This design comes from an exercise in tuning for small area on the open sky130 flow, not from production work. At most, simulation tests tie the RTL to the original design; equivalence was not proved. No functional check of the RTL was part of runs 3 and 4. Power and IR drop assume default switching activity.

**design/flow/design.v**
```verilog
module dcache_controller (
  input  logic          clk_i,
  input  logic          rst_i,
  input  logic          cpu_req_i,
  input  logic          cpu_write_i,
  input  logic [31:0]   cpu_addr_i,
  input  logic [31:0]   cpu_data_i,
  output logic [31:0]   cpu_data_o,
  output logic          cpu_stall_o,
  output logic          mem_enable_o,
  output logic          mem_write_o,
  output logic [31:0]   mem_addr_o,
  output logic [255:0]  mem_data_o,
  input  logic [255:0]  mem_data_i,
  input  logic          mem_ack_i
);
  typedef enum logic [1:0] {IDLE, WB_REQ, AL_REQ} state_t;
  state_t        r_state;
  state_t        w_nextState;
  logic [15:0]   r_valid;
  logic [15:0]   r_dirty;
  logic [22:0]   r_tag  [16];
  logic [255:0]  r_data [16];
  logic [22:0]   r_missTag;
  logic [3:0]    r_missIdx;
  logic [22:0]   w_tag;
  logic [3:0]    w_idx;
  logic [2:0]    w_word;
  logic          w_hit;
  logic          w_idleHit;
  logic          w_missStart;
  logic          w_storeHit;
  logic          w_wbDone;
  logic          w_fillDone;
  logic [31:0]   w_rdWord;
  logic [1:0]    w_unused;
  assign w_tag    = cpu_addr_i[31:9];
  assign w_idx    = cpu_addr_i[8:5];
  assign w_word   = cpu_addr_i[4:2];
  assign w_unused = cpu_addr_i[1:0];
  assign w_hit       = r_valid[w_idx] && (r_tag[w_idx] == w_tag);
  assign w_rdWord    = r_data[w_idx][{w_word, 5'b0} +: 32];
  assign w_idleHit   = (r_state == IDLE) && w_hit;
  assign w_missStart = (r_state == IDLE) && cpu_req_i && !w_hit;
  assign w_storeHit  = cpu_req_i && cpu_write_i && w_idleHit;
  assign w_wbDone    = (r_state == WB_REQ) && mem_ack_i;
  assign w_fillDone  = (r_state == AL_REQ) && mem_ack_i;
  assign cpu_stall_o = cpu_req_i && !w_idleHit;
  assign cpu_data_o  = (cpu_req_i && !cpu_write_i && w_idleHit) ? w_rdWord : 32'h0;
  always_comb begin
    w_nextState  = r_state;
    mem_enable_o = 1'b0;
    mem_write_o  = 1'b0;
    mem_addr_o   = 32'h0;
    mem_data_o   = 256'h0;
    unique case (r_state)
      IDLE: begin
        if (w_missStart) begin
          w_nextState = (r_valid[w_idx] && r_dirty[w_idx]) ? WB_REQ : AL_REQ;
        end
      end
      WB_REQ: begin
        mem_enable_o = 1'b1;
        mem_write_o  = 1'b1;
        mem_addr_o   = {r_tag[r_missIdx], r_missIdx, 5'b0};
        mem_data_o   = r_data[r_missIdx];
        if (mem_ack_i) w_nextState = AL_REQ;
      end
      AL_REQ: begin
        mem_enable_o = 1'b1;
        mem_addr_o   = {r_missTag, r_missIdx, 5'b0};
        if (mem_ack_i) w_nextState = IDLE;
      end
      default: w_nextState = IDLE;
    endcase
  end
  always_ff @(posedge clk_i) begin
    if (rst_i) begin
      r_state <= IDLE;
      r_valid <= 16'h0;
      r_dirty <= 16'h0;
    end else begin
      r_state <= w_nextState;
      if (w_storeHit) r_dirty[w_idx] <= 1'b1;
      if (w_wbDone) r_dirty[r_missIdx] <= 1'b0;
      if (w_fillDone) begin
        r_valid[r_missIdx] <= 1'b1;
        r_dirty[r_missIdx] <= 1'b0;
      end
    end
  end
  always_ff @(posedge clk_i) begin
    if (!rst_i) begin
      if (w_missStart) begin
        r_missTag <= w_tag;
        r_missIdx <= w_idx;
      end
      if (w_storeHit) r_data[w_idx][{w_word, 5'b0} +: 32] <= cpu_data_i;
      if (w_fillDone) begin
        r_data[r_missIdx] <= mem_data_i;
        r_tag[r_missIdx]  <= r_missTag;
      end
    end
  end
endmodule
```
**design/flow/run.sh**
```bash
#!/bin/bash
# synth_recipe.tcl (not shown) runs the flow's synth.tcl, then flattens the netlist and writes it again
# the make line also repeats each setting of config.mk as NAME=value (left out here)
make -C /OpenROAD-flow-scripts/flow DESIGN_CONFIG=/design/flow/config.mk WORK_HOME=/design/flow/orfs CLKGATE_MAP_FILE= SYNTH_SCRIPT=/design/flow/synth_recipe.tcl finish
```
**design/flow/config.mk**
```make
export PLATFORM = sky130hd
export DESIGN_NAME = dcache_controller
export DESIGN_NICKNAME = dcache_controller
export VERILOG_FILES = /design/flow/design.v
export SDC_FILE = /design/flow/constraint.sdc
export NUM_CORES = 4
export LEC_CHECK = 0
export CAP_MARGIN = 20
export CORE_MARGIN = 2
export CORE_UTILIZATION = 35
export PLACE_DENSITY = 0.5
export SLEW_MARGIN = 20
```
**design/flow/constraint.sdc**
```tcl
create_clock -name core_clock -period 10.0 [get_ports {clk_i}]
set_input_delay 2.0000 -clock core_clock [delete_from_list [all_inputs] [get_ports {clk_i}]]
set_output_delay 2.0000 -clock core_clock [all_outputs]
set_load 0.01 [all_outputs]
```
==> results of run 1 <==
[cells in the final DEF, fill, tap and decap left out, types with 129 or more instances in the layout]
master	count
edfxtp_1	4491
a21oi_4	129
mux2i_1	226
and2_1	268
clkbuf_16	536
mux4_2	2651
clkdlybuf4s50_1	598
clkinv_1	132
a22o_1	258
buf_4	356
[flip-flops by register name, summed over array words and instances, names as in the netlist, named ones only]
signal,count
r_valid,16
r_state,2
r_missTag,23
r_tag,368
r_dirty,16
r_data,4096
r_missIdx,4
[worst max-delay path, delay by kind of cell]
kind / cells / cell delay (ps)
AND/OR/NAND/NOR: 5 / 2020
buffers and inverters: 4 / 1850
AO/OA/AOI/OAI: 2 / 870
multiplexers: 1 / 360
[power by group]
part / internal (mW) / switching, mW
registers: 20.8 / 0.0557
clock network: 10.7 / 8.17
logic: 1.58 / 2.32
[kinds of logic (layout without fill, tap and decap cells)]
family          after synthesis  count (layout)  synth area share [%]
simple gates                559             559                  1.45
buf+inv                     869            2009                  1.70
mux                        2933            2933                  29.6
xor+xnor                     20              20                0.0829
flops                      4529            4529                  64.2
other cells                   1             132               0.00178
compound gates              817             817                  2.84
fa+ha+maj                    12              12                0.0711
[worst max path at each step]
stage	start	endpoint	slack (ps)	cells past startpoint
after floorplan	cpu_addr_i[5]	cpu_data_o[30]	2890	10
after global placement	cpu_addr_i[6]	cpu_data_o[11]	220	13
after detailed placement	cpu_addr_i[6]	cpu_data_o[11]	690	13
after CTS	cpu_addr_i[6]	cpu_data_o[11]	700	13
after global routing	cpu_addr_i[6]	cpu_data_o[11]	570	13
final	cpu_addr_i[6]	cpu_data_o[11]	710	12
[per-layer routing]
| metal | wire [um] | global-route usage [%] | part of all wire [%] | vias up |
|---|---|---|---|---|
| li1 | - | - | - | 45100 |
| met1 | 304000 | 33.9 | 38 | 66800 |
| met2 | 386000 | 41.4 | 48 | 6631 |
| met3 | 71700 | 5.12 | 9.0 | 1171 |
| met4 | 37700 | 11.1 | 4.7 | 26 |
| met5 | 206 | 0 | 0.026 | - |
[cell type report]
class	instances	area [um^2]	area share, %
sequential	4529	136000	55.0
inverter	15	58.8	0.0238
clock inverter	307	2840	1.15
timing repair buffer	1041	10200	4.13
multi-input combinational	4346	73700	29.9
antenna	127	318	0.129
clock buffer	646	13800	5.61
tap	8036	10100	4.08
[metrics by stage]
step	worst slack, ps	hold WS (ps)	util (%)	total power, mW
2_1_floorplan	2890	420	-	23.5
3_3_place_gp	220	442	38.1	25.2
4_1_cts	703	467	40.9	44.0
6_report	708	471	41.0	43.7
3_5_place_dp	688	453	38.2	25.2
5_1_grt	568	487	41.0	44.8
==> run notes, run 1 <==
* Period utilisation layout at 92.9%
* Die Span Y at about 780 um
* Yosys reg bits at 4529
* Distinct cell type count of the synthesized netlist at 60
* CTS Root Cell: clkbuf_16
* Area contributors post-synth: edfxtp_1 (64%), mux4_2 (28%), mux2i_1 (1.1%)
* Synth area leader: edfxtp_1
* Remaining antenna violation count after routing at 0
* H-tree Lvls at 6
* Peak supply drop at ~0.19 mV
* Post-synth top cells: edfxtp_1 (4491), mux4_2 (2651), clkbuf_1 (465), and2_1 (268), a22o_1 (258)
* Avg Vias per Cell at 6.28
* Syn-to-layout area delta at 16.8%
* First-pass GRT wire length at about 1100000 um
* Final hold violations at 0
* Clock Tree Buf Depth at 4
* IO Pins at between 600 and 700
* DR pass1 iterations at 6
* Pleak at between 80 and 90 nW
* Slew Viols, Final at 0
* Slew @ Worst Pin at between 1000 and 1500 ps
* Critical R2R Launch: r_tag[7][5]
* Antenna violations before repair at 106
* Port bufs at 640
* FF-to-FF setup slack at around 4200 ps
* Post-CTS Resized at 0
* Fmax at around 110 MHz
* Via count of the first global-routing pass at around 120k
* Rows at approximately 290
* Max-slew headroom at 19.6%
* FF-to-FF End: r_data[1][85]
* Fin area at between 200000 and 250000 um^2
* Pwr Density at about 180 nW/um^2
* Critical Path Start Type: input pin
* Global Route Usage Sum at about a quarter
* Crit-path most repeated cell: buf_4
* Setup-failing EPs final at 0
* Placed cell count at 18000
* Post-synth ARST share at 0%
* Worst Path Required at 8000 ps
* Final Non-Filler Cells at about 19000
* Syn Area/Cell at about 22 um^2
* Most common cell in the netlist: edfxtp_1
* Hold crit path type: reg2reg
* Core ar. at around 600000 um^2
* Fraction of layout cells with a size suffix above 1 at 37.2%
* RSZ-0062 raised after global routing: no
* # fillers at approximately 53000
* Min cycle time layout at 9290 ps
* Worst-case reg-to-reg path depth at 10
* Post-Route WL at around 800000 um
* Hold Path Origin: r_valid[5]
* Dpl cell area at 230000 um^2
* Top FF cell, synth: edfxtp_1
* Post-DP HPWL at between 400000 and 500000 um
* First DRT Iteration DRCs at 14700
* WL/cell at approximately 42 um
* Cts hold-fix bufs at 0
* DRC Markers at 0
* Setup Fix Bufs, Post-CTS at 0
* Critical Path Slowest Stage Cell: nor3_2
* CP arrival at 7290 ps
* Clock transition at path regs at 50 ps
* Status: no timing/DRC/antenna violations
* Post-synthesis cell area at approximately 210000 um^2
* Crit. End Element: primary output
* Final global-route overflow total at 0
* Critical path, cell by cell: buf_8, buf_4, mux2_2, o22ai_1, nor3_1, o311ai_0, nand4_1, nor4_4, nand3_2, nor3_2, buf_4, clkdlybuf4s50_1
* Die area at a little over 600000 um^2
* Die X at just under 800 um
* Largest net degree at the start of global routing at about 130
* CTS Buf Count at roughly 530
* Final #Nets at 10800
* Initial Utilization at between 30% and 40%
* TNS Setup at 0 ps
* GP Congestion at between 0.8 and 0.9
* Worst skew pair latency at between 1000 and 1500 ps
* Synth Instances at 9740
* Hold worst-path end: r_valid[5]
* Setup CP Type: in2out
* Vias at 120000
* Sink Count at 4529
* CTS tree: built
* Worst Path Max Fanout at 83
* Sequential share of the synthesized area at 64.2%
* Final setup skew at 67.6 ps
* Crit-path max cell delay at roughly 790 ps
* Max-Cap Viols at 0
* Share of the synthesized area in the top cell type at between 60 and 70%
* Post-synth EDFFs at between 4000 and 5000
* Synth warn at 1
* WHS Path Cells at 2
==> run 2: changes to the inputs <==
==> design/flow/design.v (replaced) <==
module dcache_controller (
  input  logic          clk_i,
  input  logic          rst_i,
  input  logic          cpu_req_i,
  input  logic          cpu_write_i,
  input  logic [31:0]   cpu_addr_i,
  input  logic [31:0]   cpu_data_i,
  output logic [31:0]   cpu_data_o,
  output logic          cpu_stall_o,
  output logic          mem_enable_o,
  output logic          mem_write_o,
  output logic [31:0]   mem_addr_o,
  output logic [255:0]  mem_data_o,
  input  logic [255:0]  mem_data_i,
  input  logic          mem_ack_i
);
  logic          r_wb;
  logic          r_fill;
  logic [15:0]   r_valid;
  logic [15:0]   r_dirty;
  logic [22:0]   r_tag  [16];
  logic [255:0]  r_data [16];
  logic [22:0]   r_missTag;
  logic [3:0]    r_missIdx;
  logic          w_idle;
  logic [22:0]   w_tag;
  logic [3:0]    w_idx;
  logic [2:0]    w_word;
  logic [3:0]    w_selIdx;
  logic [255:0]  w_line;
  logic [22:0]   w_lineTag;
  logic          w_hit;
  logic          w_missStart;
  logic          w_storeHit;
  logic          w_fillDone;
  logic [255:0]  w_din;
  logic [1:0]    w_unused;
  assign w_idle   = !r_wb && !r_fill;
  assign w_tag    = cpu_addr_i[31:9];
  assign w_idx    = cpu_addr_i[8:5];
  assign w_word   = cpu_addr_i[4:2];
  assign w_unused = cpu_addr_i[1:0];
  assign w_selIdx  = w_idle ? w_idx : r_missIdx;
  assign w_line    = r_data[w_selIdx];
  assign w_lineTag = r_tag[w_selIdx];
  assign w_hit       = w_idle && r_valid[w_selIdx] && (w_lineTag == w_tag);
  assign w_missStart = !rst_i && w_idle && cpu_req_i && !w_hit;
  assign w_storeHit  = !rst_i && cpu_req_i && cpu_write_i && w_hit;
  assign w_fillDone  = !rst_i && r_fill && mem_ack_i;
  assign cpu_stall_o  = cpu_req_i && !w_hit;
  assign cpu_data_o   = w_line[{w_word, 5'b0} +: 32];
  assign mem_enable_o = !w_idle;
  assign mem_write_o  = r_wb;
  assign mem_addr_o   = {r_wb ? w_lineTag : r_missTag, r_missIdx, 5'b0};
  assign mem_data_o   = w_line;
  always_ff @(posedge clk_i) begin
    if (rst_i) begin
      r_wb    <= 1'b0;
      r_fill  <= 1'b0;
      r_valid <= 16'h0;
      r_dirty <= 16'h0;
    end else begin
      if (w_missStart) begin
        r_wb   <= r_valid[w_idx] && r_dirty[w_idx];
        r_fill <= !(r_valid[w_idx] && r_dirty[w_idx]);
      end else if (r_wb && mem_ack_i) begin
        r_wb   <= 1'b0;
        r_fill <= 1'b1;
      end else if (r_fill && mem_ack_i) begin
        r_fill <= 1'b0;
      end
      if (w_storeHit) r_dirty[w_idx] <= 1'b1;
      if ((r_wb || r_fill) && mem_ack_i) r_dirty[r_missIdx] <= 1'b0;
      if (r_fill && mem_ack_i) r_valid[r_missIdx] <= 1'b1;
    end
  end
  always_ff @(posedge clk_i) begin
    if (w_missStart) begin
      r_missTag <= w_tag;
      r_missIdx <= w_idx;
    end
  end
  assign w_din = r_fill ? mem_data_i : {8{cpu_data_i}};
  for (genvar s = 0; s < 16; s++) begin : g_set
    logic fillSet;
    assign fillSet = w_fillDone && (r_missIdx == 4'(s));
    always_ff @(posedge clk_i) begin
      if (fillSet) r_tag[s] <= r_missTag;
    end
    for (genvar w = 0; w < 8; w++) begin : g_word
      logic we;
      assign we = fillSet || (w_storeHit && (w_idx == 4'(s)) && (w_word == 3'(w)));
      always_ff @(posedge clk_i) begin
        if (we) r_data[s][w*32 +: 32] <= w_din[w*32 +: 32];
      end
    end
  end
endmodule
==> run 2 against run 1 <==
  * Synthesized area fell by 20%
  * Die area fell by 20%
  * Critical endpoint is now cpu_data_o[8]
  * Largest cell class unchanged
  * Still clean
  * Final area fell by 17%
==> run notes, run 2 <==
* Status: no timing/DRC/antenna violations
* Post-CTS Resized at 0 (unchanged)
* CP arrival at 7520 ps (+230 ps)
* Crit. End Element: primary output
* Fraction of layout cells with a size suffix above 1 at 14.2% (-23 points)
* Reg power frac at 49.0% (+1.2 points)
* Top FF cell, synth: edfxtp_1
* Post-DP HPWL at 430000 um (-8.3%)
* Distinct cell type count of the synthesized netlist at 90 (+50%)
* Sw Share at 26.1% (+2.0 points)
* Worst hold slack at 485 ps (+14.3 ps)
* Biggest regs: r_data (4096), r_tag (368), r_missTag (23)
* Setup-failing EPs final at 0 (unchanged)
* Die area at 489000 um^2 (-20%)
* TNS Setup at 0 ps (unchanged)
* First-pass GRT wire length at 916000 um (-15%)
* Largest net degree at the start of global routing at 99 (-26%)
* Cts hold-fix bufs at 0 (unchanged)
* Share of the synthesized area in the top cell type at 79.7% (+16 points)
* Commonest non-fill, non-tap cell in the layout: edfxtp_1
* Combinational fraction of design power at 13.4% (+4.5 points)
* Max-Cap Viols at 0 (unchanged)
* Worst-case reg-to-reg path depth at 14 (+4)
* CTS tree: built
* Avg Vias per Cell at 6.00 (-4.5%)
* Initial Utilization at 35.1% (about the same)
* Die Span Y at 699 um (-10%)
* Sw Pwr at 11.4 mW (+7.9%)
* Critical Path Start Type: input pin
* Synth area leader: edfxtp_1
* Post-synthesis cell area at 169000 um^2 (-20%)
* Setup Fix Bufs, Post-CTS at 0 (unchanged)
* Hold crit path type: reg2reg
* Pint at 32.2 mW (-2.9%)
* Final #Nets at 11500 (+6.2%)
* FF-to-FF setup slack at 2990 ps (-1160 ps)
* Yosys reg bits at 4525 (-0.088%)
* Fmax at 105 MHz (-2.4%)
* Sequential share of the synthesized area at 80.1% (+16 points)
* Worst Setup SP: cpu_addr_i[7]
* Setup CP Type: in2out
* Antenna violations before repair at 66 (-38%)
* Global Route Usage Sum at 27.5% (+1.8 points)
* Pwr Density at 213 nW/um^2 (+20%)
* CTS Root Cell: clkbuf_16
* Synth Instances at 10000 (+3.1%)
* Largest register FFs at 4096 (unchanged)
* GP Congestion at 0.883 (+10%)
* H-tree Lvls at 5 (-1)
* Worst Path Max Fanout at 37 (-55%)
* Post-synth EDFFs at 4491 (unchanged)
* Most common cell in the netlist: edfxtp_1
* CP endpoint: cpu_data_o[8]
* Core ar. at 482000 um^2 (-20%)
* FF-to-FF End: r_data[5][175]
* Final setup skew at 66.2 ps (-1.38 ps)
* Post-synth ARST share at 0% (unchanged)
* RSZ-0062 raised after global routing: no
* Syn-to-layout area delta at 21.1%
* CTS Buf Count at 449 (-15%)
* WL/cell at 38.7 um (-7.8%)
* Clock transition at path regs at 50 ps (about the same)
* First DRT Iteration DRCs at 16700 (+14%)
* Worst skew pair latency at 1050 ps (-70 ps)
* Final global-route overflow total at 0 (unchanged)
* DR pass1 iterations at 8 (+2)
* Clock Tree Buf Depth at 4 (unchanged)
* Worst Path Required at 8000 ps (about the same)
* Vias at 108000 (-9.8%)
* Post-synth top cells: edfxtp_1 (4491), a22oi_1 (1640), nand2_1 (797), nor2_1 (522), clkbuf_1 (482)
* Syn Area/Cell at 16.9 um^2 (-22%)
* Critical R2R Launch: r_missIdx[1]
* Sink Count at 4525 (-0.088%)
* Utilization after layout at 42.5% (+1.5 points)
* Slew @ Worst Pin at 1190 ps (-17.7 ps)
* Post-Route WL at 696000 um (-13%)
* # fillers at 42700 (-19%)
* Remaining antenna violation count after routing at 0 (unchanged)
* Area contributors post-synth: edfxtp_1 (80%), a22oi_1 (7.3%), nand2_1 (1.8%)
* Via count of the first global-routing pass at 104000 (-16%)
* Die X at 699 um (-10%)
* Peak supply drop at 0.175 mV (-8.6%)
* Rows at 255 (-11%)
* Pleak at 64.2 nW (-20%)
* Slew Viols, Final at 0 (unchanged)
* Synth warn at 3 (+2)
* Clk pwr share at 37.6% (-5.7 points)
* Final hold violations at 0 (unchanged)
* Min cycle time layout at 9520 ps (+231 ps)
* Register with the most flip-flops: r_data
* Commonest non-fill, non-tap cells in the layout: edfxtp_1 (4491), a22oi_1 (1639), nand2_1 (792)
* Period utilisation layout at 95.2% (+2.3 points)
* IO Pins at 648 (unchanged)
* Max-slew headroom at 20.6% (+0.99 points)
* DRC Markers at 0 (unchanged)
* Port bufs at 640 (unchanged)
run 2: stage by stage:
stage	total power, mW	instances	setup slack [ps]	instance area [um^2]
floorplan	23.7	10000	2060	169000
global placement	27.4	17100	585	191000
detailed placement	27.5	17100	561	191000
CTS	43.6	17900	550	205000
global route	44.5	17900	376	205000
finish	43.6	18000	477	205000
run 2: worst min path at each step:
stage,from,endpoint,cells after the start
after floorplan,r_dirty[10],r_dirty[10],2
after global placement,r_dirty[14],r_dirty[14],2
after detailed placement,r_dirty[6],r_dirty[6],2
after CTS,r_dirty[6],r_dirty[6],2
after global routing,r_dirty[3],r_dirty[3],2
final,r_dirty[6],r_dirty[6],2
run 2: power by group through the flow:
stage	logic, mW	registers, mW	clock network, mW
after floorplan	1.97	21.7	0
after global placement	5.70	21.7	0
after detailed placement	5.75	21.7	0
after CTS	5.77	21.3	16.5
after global routing	5.98	21.3	17.2
final	5.85	21.3	16.4
run 2: worst max-delay path, stage by stage:
cell and delay [ps]:
clkdlybuf4s50_1 790, buf_4 240, nand4bb_1 230, a22oi_2 810, buf_12 380, buf_12 350, a22oi_1 150, nand2_1 90
nor2_1 50, a31oi_1 640, mux2_2 550, a22o_1 300, a222oi_1 110, o21ai_0 120, clkdlybuf4s50_1 570
run 2: area by class of cell:
cell class                 instances  area [um^2]  area share, %
sequential                      4525       136000           66.2
tap                             6425         8040           3.92
clock buffer                     564        11700           5.73
inverter                          74          278          0.136
multi-input combinational       4757        32800           16.0
clock inverter                   248         2310           1.13
timing repair buffer            1330        14000           6.83
antenna                           58          145         0.0709
run 2: cells by family (layout without fill, tap and decap cells):
kind of cell,after synthesis,after routing,share of synthesized area (%)
xor gates and xnor gates,18,18,0.0932
and+or+nand+nor,1738,1738,4.49
muxes,114,114,1.03
adders and majority gates,10,10,0.0739
other,1,63,0.00222
buffers and inverters,763,2216,1.82
DFF,4525,4525,80.1
AOI/OAI and AO/OA,2872,2872,12.4
run 2: layer usage:
layer | global-route usage, % | routed length (um)
met2 | 43.0 | 319000
met4 | 13.1 | 36900
met3 | 7.12 | 75300
met5 | 0 | 157
met1 | 35.7 | 265000
==> run 3: changes to the inputs <==
--- a/design/flow/design.v
+++ b/design/flow/design.v
@@ -43,4 +43,20 @@
   assign w_selIdx  = w_idle ? w_idx : r_missIdx;
-  assign w_line    = r_data[w_selIdx];
-  assign w_lineTag = r_tag[w_selIdx];
+  logic [15:0]   w_selOh;
+  logic [278:0]  w_rowBits [16];
+  logic [278:0]  w_readBits;
+  always_comb begin
+    for (int s = 0; s < 16; s++) begin
+      w_selOh[s]   = (w_selIdx == 4'(s));
+      w_rowBits[s] = {r_tag[s], r_data[s]};
+    end
+  end
+  for (genvar b = 0; b < 279; b++) begin : g_rd
+    logic [15:0] col;
+    for (genvar s = 0; s < 16; s++) begin : g_c
+      assign col[s] = w_rowBits[s][b];
+    end
+    dcache_rdmux16 u_mux (.d_i(col), .sel_i(w_selOh), .q_o(w_readBits[b]));
+  end
+  assign w_line    = w_readBits[255:0];
+  assign w_lineTag = w_readBits[278:256];
   assign w_hit       = w_idle && r_valid[w_selIdx] && (w_lineTag == w_tag);
@@ -98 +114,20 @@
 endmodule
+module dcache_rdmux16 (
+  input  logic [15:0] d_i,
+  input  logic [15:0] sel_i,
+  output logic        q_o
+);
+  logic [5:0] n;
+  for (genvar g = 0; g < 5; g++) begin : g_aoi
+    dcache_aoi222 u_aoi (.a_i(d_i[3*g +: 3]), .b_i(sel_i[3*g +: 3]), .y_o(n[g]));
+  end
+  assign n[5] = !(d_i[15] && sel_i[15]);
+  assign q_o  = !(&n);
+endmodule
+module dcache_aoi222 (
+  input  logic [2:0] a_i,
+  input  logic [2:0] b_i,
+  output logic       y_o
+);
+  assign y_o = !((a_i[0] && b_i[0]) || (a_i[1] && b_i[1]) || (a_i[2] && b_i[2]));
+endmodule
==> design/flow/flow/run.sh (new file) <==
#!/bin/bash
# Layout flow: the standard synthesis unchanged, then the standard ORFS steps with
# smaller port buffers, larger clock-sink clusters without dummy loads, and power (area)
# recovery after global routing.
set -uo pipefail
bash standard.sh synth > synth.log 2>&1 || exit 1
bash standard.sh \
  "BUFFER_PORTS_ARGS=-buffer_cell sky130_fd_sc_hd__buf_1" \
  "CTS_ARGS=-sink_clustering_enable -repair_clock_nets -dont_use_dummy_load -sink_clustering_size 24 -sink_clustering_max_diameter 60 -buf_list {sky130_fd_sc_hd__clkbuf_8 sky130_fd_sc_hd__clkbuf_16}" \
  RECOVER_POWER=100 \
  finish > layout.log 2>&1 || exit 1
==> design/flow/standard.sh (new file) <==
#!/bin/bash
# synth_recipe.tcl (not shown) runs the flow's synth.tcl, then flattens the netlist and writes it again
# the make line also repeats each setting of config.mk as NAME=value (left out here)
make -C /OpenROAD-flow-scripts/flow DESIGN_CONFIG=/design/flow/config.mk WORK_HOME=/design/flow/orfs CLKGATE_MAP_FILE= SYNTH_SCRIPT=/design/flow/synth_recipe.tcl "${@:-finish}"
--- a/design/flow/config.mk
+++ b/design/flow/config.mk
@@ -7,6 +7,9 @@
 export LEC_CHECK = 0
-export CAP_MARGIN = 20
+export CAP_MARGIN = 5
 export CORE_MARGIN = 2
-export CORE_UTILIZATION = 35
-export PLACE_DENSITY = 0.5
-export SLEW_MARGIN = 20
+export CORE_UTILIZATION = 65
+export CTS_BUF_LIST = sky130_fd_sc_hd__clkbuf_8 sky130_fd_sc_hd__clkbuf_16
+export PLACE_DENSITY = 0.75
+export SLEW_MARGIN = 5
+export SYNTH_HIERARCHICAL = 1
+export SYNTH_MINIMUM_KEEP_SIZE = 0
removed: design/flow/run.sh
==> run 3 against run 2 <==
  * Largest cell class unchanged
  * Flip-flop and latch count did not move
  * Final cell count down 30%
  * Via count is 7.7% lower
  * Die area shrank 48%
  * Clock power down 43%
  * Combinational power decreased by 16%
  * Now fails the layout checks on capacitance limit, slew limit
  * Wire length is 22% lower
  * Critical path depth down 11
  * Sequential share of layout area rose by 10 points
==> run notes, run 3 <==
* Status: finished with violations
* SO Viols: capacitance limit, slew limit
* Sw Pwr at 9.32 mW (-18%)
* TNS Setup at 0 ps (unchanged)
* Largest register FFs at 4096 (unchanged)
* Final hold violations at 0 (unchanged)
* Min cycle time layout at 9730 ps (+204 ps)
* GP Congestion at 0.975 (+10%)
* Antenna violations before repair at 67 (+1.5%)
* Clock Tree Buf Depth at 3 (-1)
* Slew Viols, Final at 1732 (+1732)
* Share of the synthesized area in the top cell type at 83.3% (+3.6 points)
* CTS tree: built
* Grt met3 use at 15.7% (+8.6 points)
* Yosys reg bits at 4525 (unchanged)
* CP arrival at 10350 ps (+2830 ps)
* Final #Nets at 9524 (-17%)
* Peak supply drop at 0.198 mV (+13%)
* Most common cell in the netlist: edfxtp_1
* Sequential share of the synthesized area at 83.8% (+3.6 points)
* Syn Area/Cell at 20.0 um^2 (+18%)
* Die Span Y at 503 um (-28%)
* CTS Root Cell: clkbuf_16
* Distinct cell type count of the synthesized netlist at 68 (-24%)
* Fmax at 103 MHz (-2.1%)
* Largest net degree at the start of global routing at 114 (+15%)
* Fin worst setup slack at 273 ps (-204 ps)
* Synth area leader: edfxtp_1
* Total power at 35.7 mW (-18%)
* Register with the most flip-flops: r_data
* Crit path max-delay family: buffers and inverters
* Crit. End Element: flip-flop
* Commonest non-fill, non-tap cell in the layout: edfxtp_1
* Layer with the highest usage: met2
* Pleak at 53.8 nW (-16%)
* RSZ-0062 raised after global routing: no
* Clk pwr share at 26.3% (-11 points)
* Crit-path most repeated cell: nand2_1
* Reg power frac at 59.9% (+11 points)
* Worst Path Max Fanout at 113 (+210%)
* Combinational fraction of design power at 13.8% (+0.4 points)
* DRC Markers at 0 (unchanged)
* Die X at 503 um (-28%)
* Remaining antenna violation count after routing at 0 (unchanged)
* Max-Cap Viols at 73 (+73)
* Rows at 183 (-28%)
* Sink Count at 4525 (unchanged)
* Critical Path Start Type: flip-flop
* Met2 usage at 60.8% (+18 points)
* Synth warn at 10 (+7)
* Met1 GRT Util at 53.3% (+18 points)
* Period utilisation layout at 97.3% (+2.0 points)
* Setup-failing EPs final at 0 (unchanged)
* Global Route Usage Sum at 42.5% (+15 points)
* Syn-to-layout area delta at 9.61%
* Setup CP Type: reg2reg
* Final setup skew at 92.4 ps (+26.1 ps)
* WL/cell at 43.2 um (+11%)
* Worst skew pair latency at 930 ps (-120 ps)
* Core ar. at 248000 um^2 (-48%)
* Post-synth top cells: edfxtp_1 (4491), a222oi_1 (1395), nand2_1 (956), and3_1 (288), nand4_1 (282)
* Via count of the first global-routing pass at 92200 (-11%)
* Critical path, cell by cell: buf_4, clkbuf_1, nand2_1, nand2_1
* Post-CTS Resized at 0 (unchanged)
* Crit-path max cell delay at 5090 ps (+4280 ps)
* Post-Route WL at 543000 um (-22%)
* Post-synth ARST share at 0% (unchanged)
* Post-synthesis cell area at 162000 um^2 (-4.4%)
* Biggest regs: r_data (4096), r_tag (368), r_missTag (23)
* Port bufs at 640 (unchanged)
* DR pass1 iterations at 15 (+7)
* CP Buf/Inv Count at 2 (-3)
* Max-slew headroom at -394% (-410 points)
* Pre-CTS WS at 1150 ps (+588 ps)
* Vias at 99600 (-7.7%)
* Critical Path Slowest Stage Cell: clkbuf_1
* Final global-route overflow total at 0 (unchanged)
* Area contributors post-synth: edfxtp_1 (83%), a222oi_1 (8.6%), nand2_1 (2.2%)
* Cts hold-fix bufs at 0 (unchanged)
* Setup Fix Bufs, Post-CTS at 0 (unchanged)
* First DRT Iteration DRCs at 26100 (+56%)
* Pwr Density at 201 nW/um^2 (-5.4%)
* Clock transition at path regs at 80 ps (+30 ps)
* Fraction of layout cells with a size suffix above 1 at 7.89% (-6.3 points)
* Hold crit path type: reg2reg
* IO Pins at 648 (unchanged)
* Slew @ Worst Pin at 7410 ps (+6220 ps)
* Commonest non-fill, non-tap cells in the layout: edfxtp_1 (4491), a222oi_1 (1395), nand2_1 (956)
* CTS Buf Count at 223 (-50%)
* Sw Share at 26.1% (about the same)
* Avg Vias per Cell at 7.91 (+32%)
* Top FF cell, synth: edfxtp_1
* Pint at 26.4 mW (-18%)
* First-pass GRT wire length at 730000 um (-20%)
* Worst Path Required at 10630 ps (+2630 ps)
* Synth Instances at 8108 (-19%)
* H-tree Lvls at 4 (-1)
* Post-DP HPWL at 311000 um (-28%)
* Post-synth EDFFs at 4491 (unchanged)
* Initial Utilization at 65.2% (+30 points)
* Die area at 253000 um^2 (-48%)
run 3: path summary, 6_finish.rpt:
check	startpoint	endpoint	slack, ps	depth (start not counted)
max	r_fill	r_data[14][203]	270	4
min	r_dirty[0]	r_dirty[0]	460	2
max reg2reg	r_fill	r_data[14][203]	270	4
min reg2reg	r_dirty[0]	r_dirty[0]	460	2
run 3: cell type report:
class                           instances  area (um^2)
Clock buffer                          223         5580
Multi-Input combinational cell       3433        26600
Timing Repair Buffer                  979         5240
Tap cell                             3330         4170
Fill cell                           14900        70800
Sequential cell                      4525       136000
Inverter                               27          101
Antenna cell                           77          193
run 3: worst min-delay path, delay by kind of cell, from the launching register on:
kind	cells	cell delay [ps]
AO/OA/AOI/OAI	1	60
AND/OR/NAND/NOR	1	40
flip-flops	1	320
run 3: routing by layer:
layer,vias to the layer above,share of wire [%]
li1,38200,-
met1,48500,29
met2,11100,44
met3,1849,18
met4,36,8.8
met5,-,0.050
run 3: through the flow:
step,util (%),cells,hold WS (ps),instance area [um^2]
after floorplan,-,8112,425,162000
after global placement,69.6,12300,435,173000
after detailed placement,69.6,12300,445,173000
after CTS,71.9,12500,457,178000
after global routing,71.4,12500,479,177000
final,71.5,12600,457,177000
run 3: power by group through the flow:
stage | Combinational, mW | Clock, mW | Sequential, mW
6_report | 4.92 | 9.40 | 21.4
5_1_grt | 4.91 | 9.91 | 21.4
4_1_cts | 4.62 | 9.30 | 21.3
3_5_place_dp | 4.61 | 0 | 21.8
3_3_place_gp | 4.50 | 0 | 21.8
2_1_floorplan | 2.06 | 0 | 21.7
run 3: cells by family (layout without fill, tap and decap cells):
logic type               Yosys count  count (layout)  synth area share (%)
AO/OA/AOI/OAI                   1622            1622                  9.51
flip-flops                      4525            4525                  83.8
XOR/XNOR                          27              27                 0.146
AND/OR/NAND/NOR                 1677            1677                  4.99
other                              1              82               0.00232
multiplexers                      92              92                  1.11
buffers and inverters            154            1229                 0.416
adder cells (fa/ha/maj)           10              10                0.0773
run 3: per-module statistics from Yosys, one instance, submodules excluded:
module / times used / cells / flops+latches / cell area [um^2]
dcache_controller: 1 / 5876 / 4525 / 143000
dcache_aoi222: 1395 / 1 / 0 / 10.0
dcache_rdmux16: 279 / 3 / 0 / 16.3
==> run 4: changes to the inputs <==
--- a/design/flow/config.mk
+++ b/design/flow/config.mk
@@ -9,5 +9,5 @@
 export CORE_MARGIN = 2
-export CORE_UTILIZATION = 65
+export CORE_UTILIZATION = 45
 export CTS_BUF_LIST = sky130_fd_sc_hd__clkbuf_8 sky130_fd_sc_hd__clkbuf_16
-export PLACE_DENSITY = 0.75
+export PLACE_DENSITY = 0.6
 export SLEW_MARGIN = 5
==> run 4 against run 3 <==
  * The layout still fails its checks (capacitance limit, slew limit)
  * Wire length increased by 8.9%
  * Total power increased by 5.9%
  * Sequential share of layout area decreased by 1.5 points
  * Flip-flop and latch count unchanged
  * Non-clock buffer count increased by 42
  * Largest cell class unchanged
  * Maximum frequency increased by 2.1%
  * Final cell count increased by 12%
  * Clock-buffer cell count increased by 86
  * Largest power group unchanged
  * Register-to-register slack improved by 980 ps
  * Setup slack improved by 200 ps
  * Final area increased by 2.0%
  * Core utilization decreased by 21 points
==> run notes, run 4 <==
* Syn Area/Cell at 20.0 um^2 (unchanged)
* Post-synth top cells: edfxtp_1 (4491), a222oi_1 (1395), nand2_1 (956), and3_1 (288), nand4_1 (282)
* Synth warn at 10 (unchanged)
* Antenna violations before repair at 47 (-30%)
* Peak supply drop at 0.158 mV (-20%)
* Crit-path max cell delay at 940 ps (-4150 ps)
* Most common cell in the netlist: edfxtp_1
* CTS Root Cell: clkbuf_16
* Largest net degree at the start of global routing at 113 (-0.88%)
* Crit. End Element: primary output
* IO Pins at 648 (unchanged)
* Dpl cell area at 175000 um^2 (+1.3%)
* Status: finished with violations
* Vias at 97600 (-2.0%)
* Synth Instances at 8108 (unchanged)
* Largest register FFs at 4096 (unchanged)
* Die Span Y at 604 um (+20%)
* Slew Viols, Final at 2744 (+58%)
* Yosys reg bits at 4525 (unchanged)
* Distinct cell type count of the synthesized netlist at 68 (unchanged)
* Post-DP HPWL at 347000 um (+11%)
* H-tree Lvls at 5 (+1)
* Max-slew headroom at -141% (+250 points)
* Worst Path Max Fanout at 38 (-66%)
* Remaining antenna violation count after routing at 0 (unchanged)
* Port bufs at 640 (unchanged)
* Layer with the highest usage: met2
* Final hold violations at 0 (unchanged)
* Final global-route overflow total at 0 (unchanged)
* Top FF cell, synth: edfxtp_1
* Final #Nets at 9652 (+1.3%)
* Post-synth EDFFs at 4491 (unchanged)
* Max-Cap Viols at 123 (+68%)
* Die X at 604 um (+20%)
* Worst Path Required at 8000 ps (-2630 ps)
* Pwr Density at 209 nW/um^2 (+3.7%)
* Commonest non-fill, non-tap cells in the layout: edfxtp_1 (4491), a222oi_1 (1395), nand2_1 (956)
* Share of the synthesized area in the top cell type at 83.3% (unchanged)
* Pleak at 54.6 nW (+1.4%)
* Sink Count at 4525 (unchanged)
* TNS Setup at 0 ps (unchanged)
* RSZ-0062 raised after global routing: no
* Worst hold slack at 470 ps (+12.7 ps)
* Synth area leader: edfxtp_1
* Period utilisation layout at 95.3% (-2.0 points)
* Die area at 364000 um^2 (+44%)
* Critical Path Slowest Stage Cell: nor2_4
* First-pass GRT wire length at 782000 um (+7.1%)
* Final Non-Filler Cells at 14200 (+12%)
* Worst skew pair latency at 970 ps (+40 ps)
* Clock transition at path regs at 60 ps (-20 ps)
* Met1 GRT Util at 39.6% (-14 points)
* Clock Tree Buf Depth at 4 (+1)
* Register with the most flip-flops: r_data
* Hold crit path type: reg2reg
* FF-to-FF setup slack at 1250 ps (+980 ps)
* DRC Markers at 0 (unchanged)
* DR pass1 iterations at 13 (-2)
* Post-synthesis cell area at 162000 um^2 (unchanged)
* Sequential share of the synthesized area at 83.8% (unchanged)
* Via count of the first global-routing pass at 91500 (-0.70%)
* Rows at 220 (+20%)
* CP arrival at 7530 ps (-2820 ps)
* Grt met3 use at 8.66% (-7.1 points)
* # fillers at 29000 (+94%)
* Syn-to-layout area delta at 11.8%
* Post-CTS Resized at 0 (unchanged)
* Avg Vias per Cell at 6.89 (-13%)
* CTS tree: built
* Setup CP Type: in2out
* Met2 usage at 48.0% (-13 points)
* Final setup skew at 102 ps (+10.1 ps)
* CTS Buf Count at 309 (+39%)
* Initial Utilization at 45.1% (-20 points)
* Slew @ Worst Pin at 3620 ps (-3790 ps)
* Global Route Usage Sum at 31.5% (-11 points)
* Min cycle time layout at 9530 ps (-202 ps)
* Post-synth ARST share at 0% (unchanged)
* WL/cell at 41.8 um (-3.1%)
* Fraction of layout cells with a size suffix above 1 at 8.08% (+0.19 points)
* First DRT Iteration DRCs at 21400 (-18%)
* Placed cell count at 13800 (+12%)
* Core ar. at 359000 um^2 (+45%)
* Critical Path Start Type: input pin
* GP Congestion at 0.934 (-4.2%)
* Post-Route WL at 592000 um (+8.9%)
* Crit-path most repeated cell: nand2_1
* Setup-failing EPs final at 0 (unchanged)
* Area contributors post-synth: edfxtp_1 (83%), a222oi_1 (8.6%), nand2_1 (2.2%)
* Cts hold-fix bufs at 0 (unchanged)
* Fmax at 105 MHz (+2.1%)
* Fin area at 181000 um^2 (+2.0%)
* Setup Fix Bufs, Post-CTS at 0 (unchanged)
* Commonest non-fill, non-tap cell in the layout: edfxtp_1
* Biggest regs: r_data (4096), r_tag (368), r_missTag (23)
* Critical path, cell by cell: buf_1, clkbuf_1, a21o_1, nand2_1, nor2_4, buf_12, buf_4, a222oi_1, and3_1, nand4_1, mux4_2, nand2_1, nand2_1, clkbuf_1
* SO Viols: capacitance limit, slew limit
-- run 4: cell counts after synthesis --
No cell type changed its count.
-- run 4: cell families (layout without fill, tap and decap cells) --
| group | Yosys count | in the layout | share of synthesized area (%) |
|---|---|---|---|
| flops | 4525 | 4525 | 83.8 |
| fa+ha+maj | 10 | 10 | 0.0773 |
| simple gates | 1677 | 1677 | 4.99 |
| other cells | 1 | 75 | 0.00232 |
| mux | 92 | 92 | 1.11 |
| xor+xnor | 27 | 27 | 0.146 |
| buf+inv | 154 | 1357 | 0.416 |
| compound gates | 1622 | 1622 | 9.51 |
-- run 4: through the flow --
| step | worst slack [ps] | power, mW | utilization [%] |
|---|---|---|---|
| 2_1_floorplan | -711 | 23.8 | - |
| 3_3_place_gp | 1070 | 26.7 | 48.8 |
| 3_5_place_dp | 1040 | 26.7 | 48.8 |
| 4_1_cts | 1030 | 37.8 | 50.9 |
| 5_1_grt | 452 | 38.5 | 50.4 |
| 6_report | 475 | 37.8 | 50.5 |
-- run 4: path summary, 6_finish.rpt --
path,startpoint,endpoint,depth (start not counted)
worst max-delay path,cpu_addr_i[6],cpu_data_o[23],14
worst min-delay path,r_dirty[0],r_dirty[0],2
worst max register to register,r_fill,r_data[3][8],16
worst min register to register,r_dirty[0],r_dirty[0],2
-- run 4: layout make-up --
class                   count  area, um^2  area share (%)
flip-flops and latches   4525      136000            74.9
clock buffers             309        7730            4.27
well taps                4773        5970            3.30
inverters                  27         101          0.0560
multi-input cells        3433       26300            14.5
diodes                     70         175          0.0968
repair buffers           1021        5160            2.85
-- run 4: report_power, final --
group	switching, mW	total [mW]	internal [mW]	leakage, nW
Sequential	0.0448	21.4	21.3	40.7
Combinational	3.94	5.02	1.08	10.1
Clock	5.90	11.4	5.47	3.81
-- run 4: routing by layer --
metal / up-vias / part of all wire (%)
met5: - / 0.024
met4: 22 / 7.5
met3: 1225 / 14
met2: 7886 / 45
met1: 50000 / 33
li1: 38500 / -
-- run 4: modules after synthesis, one instance, submodules excluded --
| module | cells | flops+latches | times used |
|---|---|---|---|
| dcache_aoi222 | 1 | 0 | 1395 |
| dcache_controller | 5876 | 4525 | 1 |
| dcache_rdmux16 | 3 | 0 | 279 |
-- run 4: critical path, delay by kind of cell --
kind / cells / cell delay (ps)
buffers and inverters: 5 / 2440
AO/OA/AOI/OAI: 2 / 500
AND/OR/NAND/NOR: 6 / 2050
multiplexers: 1 / 420
==> run 5: changes to the inputs <==
--- a/design/flow/design.v
+++ b/design/flow/design.v
@@ -66,3 +66,13 @@
   assign cpu_stall_o  = cpu_req_i && !w_hit;
-  assign cpu_data_o   = w_line[{w_word, 5'b0} +: 32];
+  logic [7:0]    w_wordOh;
+  always_comb begin
+    for (int w = 0; w < 8; w++) w_wordOh[w] = (w_word == 3'(w));
+  end
+  for (genvar b = 0; b < 32; b++) begin : g_wd
+    logic [7:0] col;
+    for (genvar w = 0; w < 8; w++) begin : g_c
+      assign col[w] = w_line[w*32 + b];
+    end
+    dcache_rdmux8 u_mux (.d_i(col), .sel_i(w_wordOh), .q_o(cpu_data_o[b]));
+  end
   assign mem_enable_o = !w_idle;
@@ -133 +143,13 @@
 endmodule
+module dcache_rdmux8 (
+  input  logic [7:0] d_i,
+  input  logic [7:0] sel_i,
+  output logic       q_o
+);
+  logic [2:0] n;
+  for (genvar g = 0; g < 2; g++) begin : g_aoi
+    dcache_aoi222 u_aoi (.a_i(d_i[3*g +: 3]), .b_i(sel_i[3*g +: 3]), .y_o(n[g]));
+  end
+  assign n[2] = !((d_i[6] && sel_i[6]) || (d_i[7] && sel_i[7]));
+  assign q_o  = !(&n);
+endmodule
==> design/flow/flow/run.sh (replaced) <==
#!/bin/bash
# Layout flow: the standard synthesis unchanged, then the standard ORFS steps with
# minimum-size port buffers and larger clock-sink clusters without CTS dummy loads.
set -uo pipefail
bash standard.sh synth > synth.log 2>&1 || exit 1
bash standard.sh \
  "BUFFER_PORTS_ARGS=-buffer_cell sky130_fd_sc_hd__buf_1" \
  "CTS_ARGS=-sink_clustering_enable -repair_clock_nets -dont_use_dummy_load -sink_clustering_size 24 -sink_clustering_max_diameter 60 -buf_list {sky130_fd_sc_hd__clkbuf_8 sky130_fd_sc_hd__clkbuf_16}" \
  finish > layout.log 2>&1 || exit 1
==> run 5 against run 4 <==
  * Now clean on timing, DRC and antenna
  * First-iteration DRC count rose by 6.4%
  * Core utilization is 1.0 points higher
  * Clock skew up 11 ps
  * Synthesized area is 0.38% lower
  * Die area shrank 0.37%
  * Critical path depth is 2 higher
  * Largest cell class unchanged
  * Via count grew 0.66%
  * Wire length decreased by 0.29%
==> run notes, run 5 <==
* DRC Markers at 0 (unchanged)
* Post-synth top cells: edfxtp_1 (4491), a222oi_1 (1459), nand2_1 (852), and3_1 (283), nand4_1 (282)
* TNS Setup at 0 ps (unchanged)
* Largest register FFs at 4096 (unchanged)
* Die area at 363000 um^2 (-0.37%)
* Top FF cell, synth: edfxtp_1
* Final global-route overflow total at 0 (unchanged)
* First DRT Iteration DRCs at 22800 (+6.4%)
* Vias at 98200 (+0.66%)
* Biggest regs: r_data (4096), r_tag (368), r_missTag (23)
* Utilization after layout at 51.5% (+1.0 points)
* Core ar. at 356000 um^2 (-0.68%)
* Sink Count at 4525 (unchanged)
* Slew Viols, Final at 0 (-100%)
* Synth area leader: edfxtp_1
* Global Route Usage Sum at 31.5% (about the same)
* Initial Utilization at 45.3% (+0.14 points)
* Commonest non-fill, non-tap cell in the layout: edfxtp_1
* Most common cell in the netlist: edfxtp_1
* Placed cell count at 13800 (-0.17%)
* Post-Route WL at 590000 um (-0.29%)
* Final setup skew at 114 ps (+11.5 ps)
* Synth warn at 10 (unchanged)
* Largest net degree at the start of global routing at 102 (-9.7%)
* GP Congestion at 0.870 (-6.9%)
* Worst skew pair latency at 980 ps (about the same)
* Setup CP Type: in2out
* Pleak at 55.2 nW (+1.1%)
* Via count of the first global-routing pass at 92700 (+1.3%)
* IO Pins at 648 (unchanged)
* Final #Nets at 9627 (-0.26%)
* Slew @ Worst Pin at 1490 ps (-2120 ps)
* DR pass1 iterations at 13 (unchanged)
* Remaining antenna violation count after routing at 0 (unchanged)
* Pwr Density at 198 nW/um^2 (-5.1%)
* CTS Root Cell: clkbuf_16
* Critical Path Start Type: input pin
* Syn Area/Cell at 20.0 um^2 (+0.20%)
* Die X at 603 um (-0.19%)
* Sequential share of the synthesized area at 84.1% (+0.32 points)
* WL/cell at 41.8 um (about the same)
* Fin area at 183000 um^2 (+1.4%)
* Peak supply drop at 0.139 mV (-12%)
* Register with the most flip-flops: r_data
* Max-slew headroom at 0.438% (+140 points)
* Distinct cell type count of the synthesized netlist at 60 (-12%)
* RSZ-0062 raised after global routing: no
* Final hold violations at 0 (unchanged)
* Worst Path Required at 8000 ps (about the same)
* Fraction of layout cells with a size suffix above 1 at 10.2% (+2.1 points)
* CTS Buf Count at 286 (-7.4%)
* First-pass GRT wire length at 783000 um (+0.10%)
* Syn-to-layout area delta at 13.8%
* Crit. End Element: primary output
* Avg Vias per Cell at 6.96 (+0.98%)
* Synth Instances at 8061 (-0.58%)
* Area contributors post-synth: edfxtp_1 (84%), a222oi_1 (9.1%), nand2_1 (2.0%)
* Setup-failing EPs final at 0 (unchanged)
* Min cycle time layout at 9590 ps (+66.2 ps)
* Antenna violations before repair at 56 (+19%)
* Share of the synthesized area in the top cell type at 83.6% (+0.31 points)
* Dpl cell area at 176000 um^2 (+0.66%)
* Period utilisation layout at 95.9% (+0.66 points)
* H-tree Lvls at 5 (unchanged)
* Worst Path Max Fanout at 23 (-39%)
* Pre-CTS WS at 176 ps (-864 ps)
* Post-synth EDFFs at 4491 (unchanged)
* Hold crit path type: reg2reg
* Fin worst setup slack at 409 ps (-66.2 ps)
* Post-DP HPWL at 339000 um (-2.2%)
* Commonest non-fill, non-tap cells in the layout: edfxtp_1 (4491), a222oi_1 (1459), nand2_1 (851)
* Final Non-Filler Cells at 14100 (-0.32%)
* Post-synth ARST share at 0% (unchanged)
* Rows at 219 (-0.45%)
* Status: no timing/DRC/antenna violations
* CTS tree: built
* Clock Tree Buf Depth at 4 (unchanged)
* Max-Cap Viols at 0 (-100%)
* Post-synthesis cell area at 161000 um^2 (-0.38%)
* Fmax at 104 MHz (-0.69%)
* Cts hold-fix bufs at 0 (unchanged)
* Port bufs at 640 (unchanged)
* Clock transition at path regs at 60 ps (about the same)
* Die Span Y at 603 um (-0.19%)
* Setup Fix Bufs, Post-CTS at 0 (unchanged)
* CP arrival at 7590 ps (+60 ps)
* Yosys reg bits at 4525 (unchanged)
[run 5: cell count changes after synthesis, sizes merged, moves of 10 or more]
cell	change
a22oi	+29
clkbuf	+19
a211oi	+10
buf	-14
o31ai	+116
mux4	-63
o21ai	-126
a222oi	+64
o21a	+13
nor2	+12
nor3	+10
nand2	-104
nand3	+20
[run 5: Yosys stat by module (local to each module, per instance)]
module	cell area [um^2]	cells inside
dcache_controller	142000	5701
dcache_rdmux16	16.3	3
dcache_aoi222	10.0	1
dcache_rdmux8	12.5	2
[run 5: final timing paths]
kind / start / endpoint / slack, ps / cells after the start
worst max register to register: r_wb / r_data[8][154] / 1570 / 18
worst min-delay path: r_dirty[0] / r_dirty[0] / 490 / 1
worst max-delay path: cpu_addr_i[7] / cpu_stall_o / 410 / 16
worst min register to register: r_dirty[0] / r_dirty[0] / 490 / 1
[run 5: worst max-delay path, cell delays in order]
cell and delay, ps:
buf_1 350, buf_4 350, mux2i_1 900, nor3_4 190, buf_4 330, a222oi_1 380, and3_1 250, nand4_1 210
xor2_1 230, nor4_2 580, buf_4 210, nand4_1 400, nor4_2 430, o211ai_4 170, and2_1 360, buf_1 200
[run 5: kinds of logic after synthesis]
logic type	after synthesis	synth area share, %
flops	4525	84.1
compound gates	1701	10.2
simple gates	1605	4.84
buf+inv	157	0.421
mux	32	0.241
xor+xnor	30	0.163
fa+ha+maj	10	0.0776
other cells	1	0.00233
[run 5: final cells by class]
type | count | area (um^2)
well taps | 4751 | 5940
diodes | 72 | 180
repair buffers | 1071 | 7400
fillers | 28400 | 173000
clock buffers | 286 | 7160
multi-input cells | 3383 | 27100
inverters | 25 | 96.3
flip-flops and latches | 4525 | 136000
[run 5: repair_timing]
item	4_1_cts	5_1_grt
endpoints found under the hold margin	0	0
resized for setup	0	1
endpoints found under the setup margin	0	1
[run 5: routing by layer]
layer	part of all wire (%)	GRT usage, %	wire length [um]	vias up
met4	6.1	18.2	36000	24
met1	35	40.9	204000	50300
met5	0.027	0	161	-
met3	15	9.94	87000	1090
met2	45	47.1	263000	8212
li1	-	-	-	38600
[run 5: metrics by stage]
step,hold slack [ps],power [mW]
floorplan,441,23.5
global placement,451,25.7
detailed placement,473,25.7
CTS,488,36.2
global route,510,37.1
finish,494,36.3
[run 5: power breakdown]
group          internal, mW  total, mW  switching, mW
sequential             21.3       21.3         0.0488
clock                  5.08       10.9           5.82
combinational         0.894       4.14           3.24
total                  27.2       36.3           9.11
==> run 6: changes to the inputs <==
==> design/flow/flow/run.sh (replaced) <==
#!/bin/bash
# Layout flow: the standard synthesis unchanged, then the standard ORFS steps with
# minimum-size port buffers and clkbuf_8 clock-sink clusters without CTS dummy loads.
set -uo pipefail
bash standard.sh synth > synth.log 2>&1 || exit 1
bash standard.sh \
  "BUFFER_PORTS_ARGS=-buffer_cell sky130_fd_sc_hd__buf_1" \
  "CTS_ARGS=-sink_clustering_enable -repair_clock_nets -dont_use_dummy_load -sink_clustering_size 18 -sink_clustering_max_diameter 50 -buf_list sky130_fd_sc_hd__clkbuf_8" \
  finish > layout.log 2>&1 || exit 1
--- a/design/flow/config.mk
+++ b/design/flow/config.mk
@@ -10,3 +10,3 @@
 export CORE_UTILIZATION = 45
-export CTS_BUF_LIST = sky130_fd_sc_hd__clkbuf_8 sky130_fd_sc_hd__clkbuf_16
+export CTS_BUF_LIST = sky130_fd_sc_hd__clkbuf_8
 export PLACE_DENSITY = 0.6
==> run 6 against run 5 <==
  * Sequential share of layout area increased by 0.69 points
  * Clock power decreased by 15%
  * Die area unchanged
  * Total power decreased by 4.6%
  * Clock skew increased by 93 ps
  * Hold slack improved by 1.8 ps
  * Critical path depth decreased by 1
  * Synthesized cell count unchanged
  * Largest power group unchanged
==> run notes, run 6 <==
* # fillers at 28600 (+0.75%)
* Multi-input gate area at 27100 um^2 (about the same)
* Syn Area/Cell at 20.0 um^2 (unchanged)
* Distinct cell type count of the synthesized netlist at 60 (unchanged)
* RSZ-0062 raised after global routing: no
* First-pass GRT wire length at 786000 um (+0.36%)
* WL/cell at 41.6 um (-0.58%)
* DRC Markers at 0 (unchanged)
* Die Span Y at 603 um (unchanged)
* Final setup skew at 207 ps (+93.3 ps)
* Post-synthesis cell area at 161000 um^2 (unchanged)
* Avg Vias per Cell at 6.92 (-0.52%)
* Grt met3 use at 10.2% (+0.25 points)
* Register area at 136000 um^2 (unchanged)
* Via count of the first global-routing pass at 93800 (+1.2%)
* Worst skew pair latency at 1200 ps (+220 ps)
* Initial Utilization at 45.3% (unchanged)
* Share of the synthesized area in the top cell type at 83.6% (unchanged)
* Antenna violations before repair at 58 (+3.6%)
* Setup Fix Bufs, Post-CTS at 0 (unchanged)
* Hold crit path type: reg2reg
* Final global-route overflow total at 0 (unchanged)
* Status: no timing/DRC/antenna violations
* Fraction of layout cells with a size suffix above 1 at 11.3% (+1.1 points)
* Die X at 603 um (unchanged)
* Post-synth EDFFs at 4491 (unchanged)
* Top FF cell, synth: edfxtp_1
* Commonest non-fill, non-tap cells in the layout: edfxtp_1 (4491), a222oi_1 (1459), nand2_1 (851)
* Layer with the highest usage: met2
* Critical Path Start Type: input pin
* CTS Root Cell: clkbuf_8
* Post-CTS Resized at 0 (unchanged)
* Area contributors post-synth: edfxtp_1 (84%), a222oi_1 (9.1%), nand2_1 (2.0%)
* Die area at 363000 um^2 (unchanged)
* Max-Cap Viols at 0 (unchanged)
* Worst Path Required at 8000 ps (about the same)
* Most common cell in the netlist: edfxtp_1
* Period utilisation layout at 98.4% (+2.5 points)
* Sink Count at 4525 (unchanged)
* Post-Route WL at 591000 um (+0.17%)
* Post-synth ARST share at 0% (unchanged)
* Syn-to-layout area delta at 12.7%
* Fmax at 102 MHz (-2.5%)
* First DRT Iteration DRCs at 22500 (-1.5%)
* Clock transition at path regs at 80 ps (+20 ps)
* Utilization after layout at 51.0% (-0.47 points)
* Clock Tree Buf Depth at 4 (unchanged)
* Synth warn at 10 (unchanged)
* CTS Buf Count at 399 (+40%)
* Max-slew headroom at 6.90% (+6.5 points)
* TNS Setup at 0 ps (unchanged)
* Crit. End Element: primary output
* Biggest regs: r_data (4096), r_tag (368), r_missTag (23)
* Setup-failing EPs final at 0 (unchanged)
* Rows at 219 (unchanged)
* Sequential share of the synthesized area at 84.1% (unchanged)
* GP Congestion at 0.870 (unchanged)
* Min cycle time layout at 9840 ps (+249 ps)
* Yosys reg bits at 4525 (unchanged)
* Slew @ Worst Pin at 1400 ps (-97.0 ps)
* Post-DP HPWL at 339000 um (unchanged)
* CTS tree: built
* Synth area leader: edfxtp_1
* Synth Instances at 8061 (unchanged)
* Slew Viols, Final at 0 (unchanged)
* H-tree Lvls at 5 (unchanged)
* Setup CP Type: in2out
* Vias at 98400 (+0.23%)
* Met2 usage at 46.8% (-0.31 points)
* Remaining antenna violation count after routing at 0 (unchanged)
* Pwr Density at 191 nW/um^2 (-3.7%)
* Final hold violations at 0 (unchanged)
* Register with the most flip-flops: r_data
* CP arrival at 7840 ps (+250 ps)
* Worst Path Max Fanout at 12 (-48%)
* Peak supply drop at 0.108 mV (-22%)
* Port bufs at 640 (unchanged)
* Largest net degree at the start of global routing at 102 (unchanged)
* IO Pins at 648 (unchanged)
* Commonest non-fill, non-tap cell in the layout: edfxtp_1
* Met1 GRT Util at 40.9% (about the same)
* Cts hold-fix bufs at 0 (unchanged)
* Final #Nets at 9740 (+1.2%)
* Post-synth top cells: edfxtp_1 (4491), a222oi_1 (1459), nand2_1 (852), and3_1 (283), nand4_1 (282)
* Core ar. at 356000 um^2 (unchanged)
* Pleak at 54.6 nW (-1.2%)
* Global Route Usage Sum at 31.6% (+0.099 points)
* DR pass1 iterations at 14 (+1)
* Largest register FFs at 4096 (unchanged)
-- run 6: cell type report --
| type | instances | share of cell area (%) |
|---|---|---|
| Sequential cell | 4525 | 74.6 |
| Multi-Input combinational cell | 3383 | 14.9 |
| Timing Repair Buffer | 1071 | 4.07 |
| Tap cell | 4751 | 3.27 |
| Clock buffer | 399 | 3.02 |
| Antenna cell | 66 | 0.0909 |
| Inverter | 25 | 0.0530 |
-- run 6: cells by family after synthesis --
group | after synthesis | synth area share, %
buffers and inverters | 157 | 0.421
adders and majority gates | 10 | 0.0776
AOI/OAI and AO/OA | 1701 | 10.2
DFF | 4525 | 84.1
and+or+nand+nor | 1605 | 4.84
other | 1 | 0.00233
muxes | 32 | 0.241
xor gates and xnor gates | 30 | 0.163
-- run 6: where the power goes --
group | total [mW] | internal [mW] | switching [mW]
clock network | 9.22 | 3.54 | 5.68
registers | 21.3 | 21.3 | 0.0482
logic | 4.13 | 0.894 | 3.24
-- run 6: final timing paths --
kind / startpoint / end / slack (ps) / cells after the start
max: cpu_addr_i[7] / cpu_stall_o / 160 / 15
min: r_valid[5] / r_valid[5] / 500 / 1
min reg2reg: r_valid[5] / r_valid[5] / 500 / 1
max reg2reg: r_wb / r_data[8][154] / 1440 / 18
-- run 6: critical path, stage by stage --
cell and delay [ps]:
buf_1 590, nor2b_1 700, a21oi_1 460, nor3_4 540, buf_4 430, a222oi_1 120
nand4_1 230, xor2_1 100, nor4_1 820, buf_4 230, nand4_1 420, nor4_2 430
o211ai_4 160, and2_1 370, buf_1 200
-- run 6: metal layers --
| metal | share of wire (%) | wire [um] |
|---|---|---|
| met5 | 0.024 | 142 |
| met3 | 15 | 87900 |
| met4 | 6.6 | 39300 |
| met1 | 34 | 203000 |
| met2 | 44 | 261000 |
-- run 6: Yosys stat by module (local to each module, per instance) --
module	times used	cells
dcache_rdmux16	279	3
dcache_controller	1	5701
dcache_rdmux8	32	2
dcache_aoi222	1459	1
-- run 6: metrics by stage --
| stage | cell area (um^2) | worst slack (ps) | hold WS [ps] | power, mW | std cells |
|---|---|---|---|---|---|
| 6_report | 182000 | 159 | 495 | 34.7 | 14200 |
| 5_1_grt | 182000 | 27.3 | 513 | 35.4 | 14200 |
| 4_1_cts | 182000 | 118 | 493 | 34.6 | 14200 |
| 3_5_place_dp | 176000 | 176 | 473 | 25.7 | 13800 |
| 3_3_place_gp | 176000 | 163 | 451 | 25.7 | 13800 |
| 2_1_floorplan | 161000 | -3910 | 441 | 23.5 | 8065 |
==> run 7: changes to the inputs <==
--- a/design/flow/config.mk
+++ b/design/flow/config.mk
@@ -9,5 +9,5 @@
 export CORE_MARGIN = 2
-export CORE_UTILIZATION = 45
+export CORE_UTILIZATION = 55
 export CTS_BUF_LIST = sky130_fd_sc_hd__clkbuf_8
-export PLACE_DENSITY = 0.6
+export PLACE_DENSITY = 0.68
 export SLEW_MARGIN = 5
==> run 7 against run 6 <==
  * Clock power decreased by 3.0%
  * Setup slack better by 340 ps
  * Register-to-register slack gained 360 ps
  * Critical path depth unchanged
  * Total power fell by 0.94%
  * Critical path type unchanged
  * Largest power group unchanged
  * Highest routed layer unchanged
==> run notes, run 7 <==
* Status: no timing/DRC/antenna violations
* Post-synthesis cell area at 161000 um^2 (unchanged)
* Syn Area/Cell at 20.0 um^2 (unchanged)
* Slew Viols, Final at 0 (unchanged)
* Worst Path Max Fanout at 19 (+7)
* Distinct cell type count of the synthesized netlist at 60 (unchanged)
* Hold crit path type: reg2reg
* Sequential share of the synthesized area at 84.1% (unchanged)
* Pleak at 54.4 nW (-0.39%)
* Slew @ Worst Pin at 1390 ps (-9.70 ps)
* Worst Path Required at 8000 ps (about the same)
* Final Non-Filler Cells at 13300 (-6.2%)
* Avg Vias per Cell at 7.43 (+7.3%)
* Post-synth top cells: edfxtp_1 (4491), a222oi_1 (1459), nand2_1 (852), and3_1 (283), nand4_1 (282)
* Post-synth EDFFs at 4491 (unchanged)
* Rows at 198 (-9.6%)
* RSZ-0062 raised after global routing: no
* Cts hold-fix bufs at 0 (unchanged)
* TNS Setup at 0 ps (unchanged)
* H-tree Lvls at 5 (unchanged)
* Synth Instances at 8061 (unchanged)
* Largest net degree at the start of global routing at 110 (+7.8%)
* Final #Nets at 9715 (-0.26%)
* CP arrival at 7500 ps (-340 ps)
* Post-Synth Adder-Cell Area at 0.0776% (unchanged)
* Clock Tree Buf Depth at 4 (unchanged)
* Period utilisation layout at 95.0% (-3.4 points)
* Post-synth ARST share at 0% (unchanged)
* Port bufs at 640 (unchanged)
* Largest register FFs at 4096 (unchanged)
* Final hold violations at 0 (unchanged)
* # fillers at 20400 (-29%)
* Dpl cell area at 175000 um^2 (-0.86%)
* Utilization after layout at 61.8% (+11 points)
* Area contributors post-synth: edfxtp_1 (84%), a222oi_1 (9.1%), nand2_1 (2.0%)
* Synth area leader: edfxtp_1
* IO Pins at 648 (unchanged)
* Share of the synthesized area in the top cell type at 83.6% (unchanged)
* Top FF cell, synth: edfxtp_1
* Die Span Y at 545 um (-9.5%)
* Post-synthesis mux area share at 0.241% (unchanged)
* Fraction of layout cells with a size suffix above 1 at 11.1% (-0.23 points)
* Initial Utilization at 55.3% (+10 points)
* Placed cell count at 12900 (-6.3%)
* Post-synthesis compound-gate area fraction at 10.2% (unchanged)
* Most common cell in the netlist: edfxtp_1
* Post-Route WL at 557000 um (-5.7%)
* First-pass GRT wire length at 746000 um (-5.1%)
* Syn-to-layout area delta at 11.7%
* Remaining antenna violation count after routing at 0 (unchanged)
* Commonest non-fill, non-tap cells in the layout: edfxtp_1 (4491), a222oi_1 (1459), nand2_1 (851)
* Fmax at 105 MHz (+3.6%)
* Antenna violations before repair at 46 (-21%)
* Synth Area in XOR/XNOR at 0.163% (unchanged)
* Worst skew pair latency at 1190 ps (about the same)
* CTS tree: built
* Post-DP HPWL at 324000 um (-4.5%)
* Setup CP Type: in2out
* Core ar. at 291000 um^2 (-18%)
* Fin area at 180000 um^2 (-0.96%)
* Sink Count at 4525 (unchanged)
* Post-CTS Resized at 0 (unchanged)
* Global Route Usage Sum at 36.4% (+4.8 points)
* Crit. End Element: primary output
* Vias at 99100 (+0.64%)
* Die area at 297000 um^2 (-18%)
* Clock transition at path regs at 100 ps (+20 ps)
* Max-slew headroom at 7.55% (+0.65 points)
* DRC Markers at 0 (unchanged)
* Via count of the first global-routing pass at 93100 (-0.81%)
* CTS Buf Count at 380 (-4.8%)
* Biggest regs: r_data (4096), r_tag (368), r_missTag (23)
* Max-Cap Viols at 0 (unchanged)
* Total power at 34.3 mW (-0.94%)
* Register with the most flip-flops: r_data
* Synth warn at 10 (unchanged)
* Die X at 545 um (-9.5%)
* Setup Fix Bufs, Post-CTS at 0 (unchanged)
* First DRT Iteration DRCs at 24000 (+6.6%)
* Yosys reg bits at 4525 (unchanged)
* Peak supply drop at 0.158 mV (+46%)
* Pwr Density at 191 nW/um^2 (about the same)
* Commonest non-fill, non-tap cell in the layout: edfxtp_1
* Critical Path Start Type: input pin
* Final setup skew at 202 ps (-5.40 ps)
* Largest family of logic cells by synthesized area: compound AO/OA/AOI/OAI gates
* WL/cell at 41.8 um (+0.49%)
* Final global-route overflow total at 0 (unchanged)
* GP Congestion at 0.902 (+3.7%)
* CTS Root Cell: clkbuf_8
* Simple-gate share of the synthesized area at 4.84% (unchanged)
* DR pass1 iterations at 13 (-1)
* Setup-failing EPs final at 0 (unchanged)
* Min cycle time layout at 9500 ps (-341 ps)
## run 7: cell counts after synthesis
No cell type changed its count.
## run 7: worst paths after layout
check	startpoint	to	slack [ps]	cells past startpoint
worst max register to register	r_wb	r_data[13][21]	1800	17
worst min register to register	r_dirty[0]	r_dirty[0]	480	1
worst min-delay path	r_dirty[0]	r_dirty[0]	480	1
worst max-delay path	cpu_addr_i[7]	cpu_stall_o	500	15
## run 7: cell families (layout without fill, tap and decap cells)
family,count (synthesis),after routing
other,1,66
XOR/XNOR,30,30
AO/OA/AOI/OAI,1701,1701
multiplexers,32,32
buffers and inverters,157,1470
AND/OR/NAND/NOR,1605,1605
flip-flops,4525,4525
adder cells (fa/ha/maj),10,10
## run 7: power by group
group          internal, mW  switching [mW]  leakage [nW]  total [mW]
clock network          3.38            5.56          2.73        8.94
registers              21.3          0.0470          40.7        21.3
logic                 0.892            3.20          10.9        4.09
total                  25.5            8.80          54.4        34.3
## run 7: area by class of cell
class	instances	area, um^2	area share [%]
diodes	61	153	0.0848
clock buffers	380	5230	2.91
inverters	25	96.3	0.0535
multi-input cells	3383	27100	15.1
flip-flops and latches	4525	136000	75.3
well taps	3900	4880	2.71
repair buffers	1065	6990	3.88
## run 7: metal layers
metal  global-route usage (%)  wire, um
met1                     47.8    181000
met2                     51.1    238000
met3                     14.8    102000
met4                     21.9     36700
met5                        0       149
## run 7: worst max-delay path, cell delays in order
cell and delay, ps:
buf_1 300, nor2b_1 830, a21oi_1 510, nor2_4 790, buf_4 420, a222oi_1 140
nand4_1 190, xor2_1 100, nor4_1 770, buf_4 230, nand4_1 210, nor4_2 380
o211ai_4 240, and2_1 240, buf_1 130
## run 7: Yosys stat by module (local to each module, per instance)
module / flops+latches / area [um^2] / copies in the design
dcache_controller: 4525 / 142000 / 1
dcache_rdmux16: 0 / 16.3 / 279
dcache_rdmux8: 0 / 12.5 / 32
dcache_aoi222: 0 / 10.0 / 1459
## run 7: through the flow
step / hold slack (ps) / worst slack, ps
floorplan: 441 / -3910
global placement: 452 / 842
detailed placement: 453 / 805
CTS: 475 / 797
global route: 498 / 343
finish: 482 / 500

## separate check: timing with driven ports
The results above use ideal ports. As a check the final layouts listed here were re-extracted and re-timed, cells and wires unchanged. Step 1: set_driving_cell puts a clkbuf_16 on clk_i and a buf_2 on each other input, an assumption about the parent block. Step 2 times the ports against the registers' clock, not the clock port: input delays grow and output delays shrink by t, the midpoint of the rising clock arrivals with the driver on. Slacks: no drivers / after step 1 / after step 2; pairs: no drivers / after step 1.
run	t (ns)	slack for setup (ns)
run 1	1.228	0.708 / 0.663 / 0.663
run 2	1.141	0.477 / 0.447 / 0.447
run 3	0.995	0.273 / 0.273 / -0.597
run 4	1.052	0.475 / 0.445 / -0.357
run 5	1.013	0.409 / 0.379 / 0.358
run 6	1.213	0.159 / 0.121 / 0.120
run 7	1.190	0.500 / 0.429 / 0.370
